Background: an optimization exercise with open tools, aiming at small area and a short achievable clock period. Do not read the settings as production practice.
The RTL was checked by simulation tests, not by an equivalence proof against the original design.
No activity file was given, so power comes from the tool's default toggle rates.

job 3254:
// sharedMemSys
module sharedMemSys (
  input  logic                           clk,
  input  logic                           rst,
  input  logic [memArbPkg::nMasters-1:0] cmdValid,
  input  logic [memArbPkg::nMasters-1:0] cmdWrite,
  input  logic [memArbPkg::nMasters*memArbPkg::addrW-1:0] cmdAddr,   
  input  logic [memArbPkg::nMasters*memArbPkg::dataW-1:0] cmdData,   
  output logic [memArbPkg::nMasters-1:0] cmdFull,
  output logic [memArbPkg::nMasters-1:0] rdValid,
  output memArbPkg::data_t               rdData,
  output memArbPkg::grant_t              gnt
);
For scale: about 4500 cells after synthesis, ~1500 flip-flops, about 130 I/O pins, ~56000 um^2 of cells after synthesis.
export LEC_CHECK = 0
export CAP_MARGIN = 20
export CORE_MARGIN = 2
export CORE_UTILIZATION = 64
export CTS_CLUSTER_DIAMETER = 70
export CTS_CLUSTER_SIZE = 30
export SETUP_SLACK_MARGIN = 2.0
export SLEW_MARGIN = 20
export SYNTH_HIERARCHICAL = 1
export TNS_END_PERCENT = 50
create_clock -name core_clock -period 4.0 [get_ports {clk}]
standard.sh (not shown) runs the stock make flow with config.mk's settings and CLKGATE_MAP_FILE= SYNTH_SCRIPT=/design/flow/synth_recipe.tcl, a recipe that flattens the netlist after the stock synthesis.
==> flow/flow/run.sh <==
#!/bin/bash
# standard layout, with port buffers of a plain buffer cell instead of the
# delay-type buffer buffer_ports picks on its own, and timing repair free to
# change a cell's drive strength (not only within its footprint)
set -euo pipefail
bash standard.sh "BUFFER_PORTS_ARGS=-buffer_cell sky130_fd_sc_hd__buf_2" MATCH_CELL_FOOTPRINT=0 finish > make_finish.log 2>&1
--- input diff job 3254..job 7701 ---
Settings: TNS_END_PERCENT changed from 50 to 100; CORE_UTILIZATION changed from 64 to 60; SETUP_SLACK_MARGIN changed from 2.0 to 2.1.
==> notes.md <==
Setup slack: job 7701 less than job 3254
On total placed instance area, job 7701 and job 3254 are basically level.
The starting density of the core number comes out higher for job 3254 vs job 7701.
> inputs changed (job 7701 -> job 4387)
Settings: changing CORE_UTILIZATION from 60 to 62; changing SETUP_SLACK_MARGIN from 2.1 to 1.95; changing TNS_END_PERCENT from 100 to 20.
Findings:
Total of fill cells in the finished design (higher): job 7701
Portion of total power attributed to the clock network was higher in the run labelled job 4387.
Job 4387 vs. job 7701: number of nets at the end of the flow -1.8%, total power -1.2 mW, total met3 wirelength after detailed routing -about 4.7%.
Taking job 7701 as the reference, in job 4387 least setup slack across all paths after layout went down, cell area down 3.7%.
The following lists how job 229 was set up differently from job 4387:
Settings: a change of CORE_UTILIZATION from 62 to 60; a change of SETUP_SLACK_MARGIN from 1.95 to 2.25; a change of TNS_END_PERCENT from 20 to 100.
Results
- Taking job 4387 as the reference, in job 229 clock network fraction of design power moved down, first-pass iteration count of the detailed router went down by 2.
- Sort job 4387 and job 229 by number of global-route vias before repair desc -> top: job 229
- Compared with job 4387, in job 229 share of cells above drive strength 1 increased 7.8 points, XOR/XNOR share of the synthesized area ~0 delta, routed wire length picked up an extra 10%.

Setup of quartz:
Starting RTL as in the previous note.
clock: 4.0 ns
lec_check: 0
cap_margin: 20
core_margin: 2
core_utilization: 60
cts_cluster_diameter: 70
cts_cluster_size: 30
setup_slack_margin: 2.0
slew_margin: 20
synth_hierarchical: 1
tns_end_percent: 40
Scripts as last shown in full above: flow/flow/run.sh
Changes in yarrow relative to quartz:
# quartz
export LEC_CHECK = 0
export CAP_MARGIN = 20
export CORE_MARGIN = 2
export CORE_UTILIZATION = 60
export CTS_CLUSTER_DIAMETER = 70
export CTS_CLUSTER_SIZE = 30
export SETUP_SLACK_MARGIN = 2.0
export SLEW_MARGIN = 20
export SYNTH_HIERARCHICAL = 1
export TNS_END_PERCENT = 40
create_clock -name core_clock -period 4.0 [get_ports {clk}]
# yarrow
export LEC_CHECK = 0
export CAP_MARGIN = 20
export CORE_MARGIN = 2
export CORE_UTILIZATION = 64
export CTS_CLUSTER_DIAMETER = 70
export CTS_CLUSTER_SIZE = 30
export SETUP_SLACK_MARGIN = 1.95
export SLEW_MARGIN = 20
export SYNTH_HIERARCHICAL = 1
export TNS_END_PERCENT = 30
create_clock -name core_clock -period 4.0 [get_ports {clk}]
[summary]
In the reports for yarrow and quartz, the smaller cell area belongs to yarrow. Diff quartz -> yarrow | final standard cell count with taps included and fillers excluded | down slightly. Relative to quartz, number of cells on the worst reg-to-reg path decreased by 5 in yarrow. From quartz to yarrow the numbers moved as follows: combinational power share decreased by 0.5 points relative to the old numbers, total power lower.
Modified inputs, amber compared to yarrow
# yarrow
export LEC_CHECK = 0
export CAP_MARGIN = 20
export CORE_MARGIN = 2
export CORE_UTILIZATION = 64
export CTS_CLUSTER_DIAMETER = 70
export CTS_CLUSTER_SIZE = 30
export SETUP_SLACK_MARGIN = 1.95
export SLEW_MARGIN = 20
export SYNTH_HIERARCHICAL = 1
export TNS_END_PERCENT = 30
create_clock -name core_clock -period 4.0 [get_ports {clk}]
# amber
export LEC_CHECK = 0
export CAP_MARGIN = 20
export CORE_MARGIN = 2
export CORE_UTILIZATION = 60
export CTS_CLUSTER_DIAMETER = 70
export CTS_CLUSTER_SIZE = 30
export SETUP_SLACK_MARGIN = 1.9
export SLEW_MARGIN = 20
export SYNTH_HIERARCHICAL = 1
export TNS_END_PERCENT = 10
create_clock -name core_clock -period 4.0 [get_ports {clk}]
==> flow/flow/run.sh <==
#!/bin/bash
# standard layout, with port buffers of a plain buffer cell instead of the
# delay-type buffer buffer_ports picks on its own
set -euo pipefail
bash standard.sh "BUFFER_PORTS_ARGS=-buffer_cell sky130_fd_sc_hd__buf_2" finish > make_finish.log 2>&1
### Flow results
- Critical path launch point = ram.rdData[12]: yarrow; critical path launch point = issHi[7]: amber
- yarrow → amber: number of port buffers closely matched the old numbers; wire length increased by 0.66% relative to the old numbers.
- Summary: with yarrow as the reference, count of clock-buffer cells in the layout in amber moved down by a little under 10%.
- amber vs yarrow, number of buffers added by the clock tree synthesis step went up by 1.
- Non-filler instance count after layout of amber exceeds that of yarrow slightly.
> inputs changed (amber -> violet)
# amber
export LEC_CHECK = 0
export CAP_MARGIN = 20
export CORE_MARGIN = 2
export CORE_UTILIZATION = 60
export CTS_CLUSTER_DIAMETER = 70
export CTS_CLUSTER_SIZE = 30
export SETUP_SLACK_MARGIN = 1.9
export SLEW_MARGIN = 20
export SYNTH_HIERARCHICAL = 1
export TNS_END_PERCENT = 10
create_clock -name core_clock -period 4.0 [get_ports {clk}]
# violet
export LEC_CHECK = 0
export CAP_MARGIN = 20
export CORE_MARGIN = 2
export CORE_UTILIZATION = 60
export CTS_CLUSTER_DIAMETER = 70
export CTS_CLUSTER_SIZE = 30
export SETUP_SLACK_MARGIN = 1.95
export SLEW_MARGIN = 20
export SYNTH_HIERARCHICAL = 1
export TNS_END_PERCENT = 30
create_clock -name core_clock -period 4.0 [get_ports {clk}]
==> flow/flow/run.sh <==
#!/bin/bash
# standard layout, with port buffers of a plain buffer cell instead of the
# delay-type buffer buffer_ports picks on its own, and timing repair free to
# change a cell's drive strength (not only within its footprint)
set -euo pipefail
bash standard.sh "BUFFER_PORTS_ARGS=-buffer_cell sky130_fd_sc_hd__buf_2" MATCH_CELL_FOOTPRINT=0 finish > make_finish.log 2>&1
## What came out
violet: done, clean on timing, DRC and antenna
Going from amber to violet, routed wire length was more or less identical, met1 track utilization from global routing shows an increase of 0.29 points.
Between violet and amber, the via count figures differ only marginally.
Tightest hold margin is higher on violet
Diff amber..violet | total area of multi-input combinational cells | negligible
Multi-input gate share of total cell area across violet and amber: no real change.
On relative contribution of combinational cells to total power: between violet and amber, it ends up higher for violet.
Status: power parity (violet, amber)

Setup of the baseline:
Starting RTL as in the previous note.
==> flow/config.mk <==
export PLATFORM = sky130hd
export DESIGN_NAME = sharedMemSys
export DESIGN_NICKNAME = sharedMemSys
export VERILOG_FILES = /design/flow/design.v
export SDC_FILE = /design/flow/constraint.sdc
export NUM_CORES = 4
export LEC_CHECK = 0
export CAP_MARGIN = 20
export CORE_MARGIN = 2
export CORE_UTILIZATION = 64
export CTS_CLUSTER_DIAMETER = 70
export CTS_CLUSTER_SIZE = 30
export SETUP_SLACK_MARGIN = 2.05
export SLEW_MARGIN = 20
export SYNTH_HIERARCHICAL = 1
export TNS_END_PERCENT = 50
==> flow/constraint.sdc <==
create_clock -name core_clock -period 4.0 [get_ports {clk}]
set_input_delay 0.8000 -clock core_clock [delete_from_list [all_inputs] [get_ports {clk}]]
set_output_delay 0.8000 -clock core_clock [all_outputs]
set_load 0.01 [all_outputs]
==> flow/flow/run.sh <==
#!/bin/bash
# standard layout, with port buffers of a plain buffer cell instead of the
# delay-type buffer buffer_ports picks on its own, and timing repair free to
# change a cell's drive strength (not only within its footprint)
set -euo pipefail
bash standard.sh "BUFFER_PORTS_ARGS=-buffer_cell sky130_fd_sc_hd__buf_2" MATCH_CELL_FOOTPRINT=0 finish > make_finish.log 2>&1
Relative to the baseline, the following input files were edited for the candidate:
- changing CORE_UTILIZATION from 64 to 60
- changing SETUP_SLACK_MARGIN from 2.05 to 2.0
--- outcome ---
- The candidate against the baseline; post-layout net count is down slightly.
- Summary of the candidate over the baseline: total power of the final layout lost 430 µW, final hold slack -43 ps, placed standard-cell area comparable, register share of the cell area rose 0.63 points, post-CTS setup repair buffer count moved down.
- Via count, the candidate vs the baseline: down by a few percent
- The candidate against the baseline: pin count of the biggest net entering global routing rose 31%; maximum VDD drop rose by 1.7%.

[separate check: timing with driven ports]
The results above use ideal ports. As a check the final layouts listed here were re-extracted and re-timed, cells and wires unchanged. Step 1: set_driving_cell puts a clkbuf_16 on clk and a buf_2 on each other input, an assumption about the parent block. Step 2 times the ports against the registers' clock, not the clock port: input delays grow and output delays shrink by t, the midpoint of the rising clock arrivals with the driver on. a / b / c = ideal / step 1 / step 2; a / b = the first two.
run	t (ns)	slack for setup (ns)	worst setup path after step 2	worst register clock-pin slew, ns
job 3254	0.736	1.908 / 1.834 / 1.596	input to register	0.12 / 0.12
job 7701	0.749	1.891 / 1.831 / 1.557	input to register	0.12 / 0.12
job 4387	0.746	1.758 / 1.758 / 1.599	input to register	0.11 / 0.11
job 229	0.750	1.857 / 1.857 / 1.474	input to register	0.11 / 0.11
quartz	0.750	1.918 / 1.840 / 1.641	input to register	0.12 / 0.12
yarrow	0.734	1.816 / 1.741 / 1.567	input to register	0.12 / 0.12
amber	0.747	1.778 / 1.778 / 1.553	input to register	0.12 / 0.12
violet	0.747	1.825 / 1.787 / 1.583	input to register	0.12 / 0.12
the baseline	0.726	1.847 / 1.814 / 1.532	input to register	0.12 / 0.12
the candidate	0.748	1.903 / 1.844 / 1.671	input to register	0.12 / 0.12
After both steps every run listed still meets setup and hold. For job 229, which loses most, drivers alone change the setup slack by 0.000 ns; drivers and shift together by -0.383 ns.
